From an optimization exercise on the open Yosys and OpenROAD flow, aimed at small area, a short achievable clock period and few clock cycles per item; shortcuts taken in it are not production practice. Only simulation tests tie the RTL to the original design; equivalence was not proved. Power is estimated from default activity; no workload was simulated.

// conv_engine
module conv_engine (
  input  logic                 clock,
  input  logic                 reset,
  input  conv_pkg::pixel_t     pixel_in,
  input  logic                 pixel_strobe,
  input  conv_pkg::weight_t    weight_in,
  input  conv_pkg::tap_index_t weight_addr,
  input  logic                 weight_strobe,
  input  conv_pkg::result_t    bias_in,
  input  logic                 relu_enable,
  output conv_pkg::result_t    result_out,
  output logic                 result_valid,
  output logic                 overflow
);
Size: about 59 I/O pins, about 28000 µm² of cells after synthesis.
==> flow/config.mk <==
export PLATFORM = sky130hd
export DESIGN_NAME = conv_engine
export DESIGN_NICKNAME = conv_engine
export VERILOG_FILES = /design/flow/design.v
export SDC_FILE = /design/flow/constraint.sdc
export NUM_CORES = 4
export LEC_CHECK = 0
export ABC_AREA = 1
export CAP_MARGIN = 20
export CORE_MARGIN = 2
export CORE_UTILIZATION = 30
export SETUP_SLACK_MARGIN = 3.2
export SLEW_MARGIN = 20
export TNS_END_PERCENT = 20
==> flow/constraint.sdc <==
create_clock -name core_clock -period 5.5 [get_ports {clock}]
set_input_delay 1.1000 -clock core_clock [delete_from_list [all_inputs] [get_ports {clock}]]
set_output_delay 1.1000 -clock core_clock [all_outputs]
set_load 0.01 [all_outputs]
standard.sh (not shown) runs the stock make flow with config.mk's settings and CLKGATE_MAP_FILE= SYNTH_SCRIPT=/design/flow/synth_recipe.tcl, a recipe that flattens the netlist after the stock synthesis.
==> flow/flow/run.sh <==
#!/bin/bash
# Standard layout, with one netlist clean-up between synthesis and floorplan:
# fixinv.py removes inverters between full adders by choosing each adder's
# polarity (registers and all other cells are kept as synthesized).
set -euo pipefail
work=$PWD
res=$work/orfs/results/$FLOW_PLATFORM/conv_engine/base

bash standard.sh synth > synth.log 2>&1
python3 flow/fixinv.py "$res/1_2_yosys.v" "$work/1_2_yosys.fixinv.v" > fixinv.log 2>&1
cp "$work/1_2_yosys.fixinv.v" "$res/1_2_yosys.v"
rm -f "$res/1_synth.odb" "$res/1_synth.sdc"
# clock tree without dummy loads, in clusters of up to 20 sinks
bash standard.sh CTS_ARGS="-sink_clustering_enable -repair_clock_nets -dont_use_dummy_load -sink_clustering_size 20 -sink_clustering_max_diameter 60" finish > layout.log 2>&1
Other scripts of this flow, unchanged in this note and not shown: flow/flow/fixinv.py
Testbench counts at the start, summed over its fixed seeds: cycles 16,416, results 16,240.
Change:
--- a/flow/flow/run.sh
+++ b/flow/flow/run.sh
@@ -11,4 +11,3 @@
 cp "$work/1_2_yosys.fixinv.v" "$res/1_2_yosys.v"
 rm -f "$res/1_synth.odb" "$res/1_synth.sdc"
-# clock tree without dummy loads, in clusters of up to 20 sinks
-bash standard.sh CTS_ARGS="-sink_clustering_enable -repair_clock_nets -dont_use_dummy_load -sink_clustering_size 20 -sink_clustering_max_diameter 60" finish > layout.log 2>&1
+bash standard.sh finish > layout.log 2>&1
- The changed run ran to the end with no violations
- final area grows by about 2.8%
- sequential cell count is unchanged
- cell count came out higher by 2.2%
Change:
--- a/flow/config.mk
+++ b/flow/config.mk
@@ -10,5 +10,5 @@
 export CORE_MARGIN = 2
 export CORE_UTILIZATION = 30
-export SETUP_SLACK_MARGIN = 3.2
+export SETUP_SLACK_MARGIN = 2.5
 export SLEW_MARGIN = 20
 export TNS_END_PERCENT = 20
=>
- The changed run finished with timing, DRC and antenna clean
- cell count decreases by 2.6%
- total power barely changes
- worst hold slack is about the same
- cell area shrinks by 2.7%
- combinational power is lower by 3.6%
- setup slack degrades by 0.28 ns
- via count shrinks by 1.5%
- wire length came out lower by 0.60%
- clock-buffer cell count does not change
- sequential power went up by about 0.9%
- synthesized cell count is unchanged
Change:
--- a/flow/config.mk
+++ b/flow/config.mk
@@ -10,5 +10,5 @@
 export CORE_MARGIN = 2
 export CORE_UTILIZATION = 30
-export SETUP_SLACK_MARGIN = 2.5
+export SETUP_SLACK_MARGIN = 3.35
 export SLEW_MARGIN = 20
-export TNS_END_PERCENT = 20
+export TNS_END_PERCENT = 50
Outcome:
- clock skew fell by 0.0075 ns
- combinational power rose by about a fifth
- synthesized cell count is unchanged
- setup slack improves by 0.33 ns
Change:
--- a/flow/config.mk
+++ b/flow/config.mk
@@ -9,6 +9,6 @@
 export CAP_MARGIN = 20
 export CORE_MARGIN = 2
-export CORE_UTILIZATION = 30
-export SETUP_SLACK_MARGIN = 3.35
+export CORE_UTILIZATION = 45
+export SETUP_SLACK_MARGIN = 3.2
 export SLEW_MARGIN = 20
-export TNS_END_PERCENT = 50
+export TNS_END_PERCENT = 20
After rerunning:
- The new run went through all stages and came out clean
- cell area goes down by roughly a tenth
- setup slack is worse by 0.092 ns
- via count goes down by a few percent
- sequential power goes up slightly
- synthesized cell count does not change
- register-to-register slack is worse by 0.09 ns
- routed wire length goes down by a little under a tenth

* * *

Another version of the RTL of conv_engine (not shown whole).
Size: ~28,000 sq um of cells after synthesis.
clock: 5.5 ns
lec_check: 0
abc_area: 1
cap_margin: 20
core_margin: 2
core_utilization: 30
place_density: 0.7
setup_slack_margin: 3.2
slew_margin: 20
tns_end_percent: 5
==> flow/flow/run.sh <==
#!/bin/bash
# Standard layout, with one netlist clean-up between synthesis and floorplan:
# fixinv.py removes inverters around full adders and xor gates by choosing
# each one's polarity (registers and all other cells are kept as synthesized).
# Yosys then proves the cleaned netlist equivalent to the synthesized one; if
# that proof fails, the synthesized netlist is laid out unchanged.
set -euo pipefail
work=$PWD
res=$work/orfs/results/$FLOW_PLATFORM/conv_engine/base
lib=$FLOW_HOME/platforms/$FLOW_PLATFORM/lib/sky130_fd_sc_hd__tt_025C_1v80.lib
yosys=$(command -v yosys || echo "$FLOW_HOME/../tools/install/yosys/bin/yosys")

bash standard.sh synth > synth.log 2>&1
cp "$res/1_2_yosys.v" "$work/1_2_yosys.synth.v"
python3 flow/fixinv.py "$work/1_2_yosys.synth.v" "$work/1_2_yosys.fixinv.v" > fixinv.log 2>&1

cat > eqcheck.ys <<EOT
read_liberty -ignore_miss_func $lib
read_verilog $work/1_2_yosys.synth.v
rename $FLOW_TOP gold
read_verilog $work/1_2_yosys.fixinv.v
rename $FLOW_TOP gate
flatten gold gate
opt_clean
rename -hide gold/w:_* gate/w:_*
rename -hide gold/w:*.A gold/w:*.B gold/w:*.CIN gold/w:*.SUM gold/w:*.COUT gold/w:*.Y gold/w:*.X
rename -hide gate/w:*.A gate/w:*.B gate/w:*.CIN gate/w:*.SUM gate/w:*.COUT gate/w:*.Y gate/w:*.X
rename -hide gold/w:mult_adder_inst.s* gold/w:mult_adder_inst.c* gold/w:mult_adder_inst.pp*
rename -hide gate/w:mult_adder_inst.s* gate/w:mult_adder_inst.c* gate/w:mult_adder_inst.pp*
async2sync
equiv_make gold gate eq
hierarchy -top eq
equiv_simple
equiv_status -assert
EOT
if "$yosys" -l eqcheck.log eqcheck.ys > /dev/null 2>&1; then
  cp "$work/1_2_yosys.fixinv.v" "$res/1_2_yosys.v"
  rm -f "$res/1_synth.odb" "$res/1_synth.sdc"
  echo "fixinv: equivalence proven, cleaned netlist used" >> fixinv.log
else
  echo "fixinv: equivalence not proven, synthesized netlist kept" >> fixinv.log
fi

# clock tree without dummy loads, ports buffered with plain buffers (the
# default pick is a delay cell)
bash standard.sh CTS_ARGS="-sink_clustering_enable -repair_clock_nets -dont_use_dummy_load -buf_list sky130_fd_sc_hd__clkbuf_8" BUFFER_PORTS_ARGS="-buffer_cell sky130_fd_sc_hd__buf_2" finish > layout.log 2>&1
Other scripts of this flow, unchanged in this note and not shown: flow/flow/fixinv.py
Testbench counts at the start, summed over its fixed seeds: cycles 16,416, results 16,240.
Change:
PLACE_DENSITY = 0.75   (was 0.7)
SETUP_SLACK_MARGIN = 3.25   (was 3.2)
After rerunning: The changed run passed the timing, design-rule and antenna checks; sequential share of layout area falls by 1.0 points; global-route usage increases by 0.18 points; final area rises by a few percent; via count is higher by a few percent; sequential power stays flat.
Change:
PLACE_DENSITY = 0.85   (was 0.75)
SETUP_SLACK_MARGIN = 3.2   (was 3.25)
=> The new run ran to the end with no violations. Register-to-register slack got worse by 0.03 ns. Routed wire length falls by 1.8%. Final area is lower by 2.1%. Worst setup slack degrades by 0.048 ns. Sequential share of layout area grows by 0.99 points. Total power is lower by 2.4%. Die area is unchanged.

static timing again, ports no longer ideal:
The flow's constraints put no driver on any port. The routed layouts listed below were extracted and timed again, unchanged, in two steps. Step 1, drivers: a clkbuf_16 drives clock and a buf_2 each remaining input, both assumed. Step 2 times the ports against the registers' clock, not the clock port: input delays grow and output delays shrink by t, the midpoint of the rising clock arrivals with the driver on. a / b / c = no drivers / after step 1 / after step 2; a / b = the first two.
| run | shift t [ns] | slack for setup (ns) | hold WS [ns] | cell pins on the clock port's net |
|---|---|---|---|---|
| the first run of note 1 | 0.639 | 3.034 / 2.970 / 3.050 | 0.331 / 0.331 / 0.331 | 1 |
| the second run of note 1 | 0.697 | 3.152 / 3.123 / 3.152 | 0.328 / 0.328 / 0.328 | 1 |
| the third run of note 1 | 0.690 | 2.873 / 2.845 / 2.873 | 0.329 / 0.329 / 0.329 | 1 |
| the fourth run of note 1 | 0.693 | 3.199 / 3.199 / 3.199 | 0.330 / 0.330 / 0.330 | 1 |
| the fifth run of note 1 | 0.688 | 3.107 / 3.107 / 3.107 | 0.328 / 0.328 / 0.328 | 1 |
| the first run of note 2 | 0.720 | 3.068 / 3.008 / 3.123 | 0.323 / 0.323 / 0.323 | 1 |
| the second run of note 2 | 0.719 | 3.109 / 3.054 / 3.119 | 0.326 / 0.326 / 0.326 | 1 |
| the third run of note 2 | 0.729 | 3.062 / 3.002 / 3.093 | 0.324 / 0.324 / 0.324 | 1 |
After both steps setup and hold are still met in every run listed.
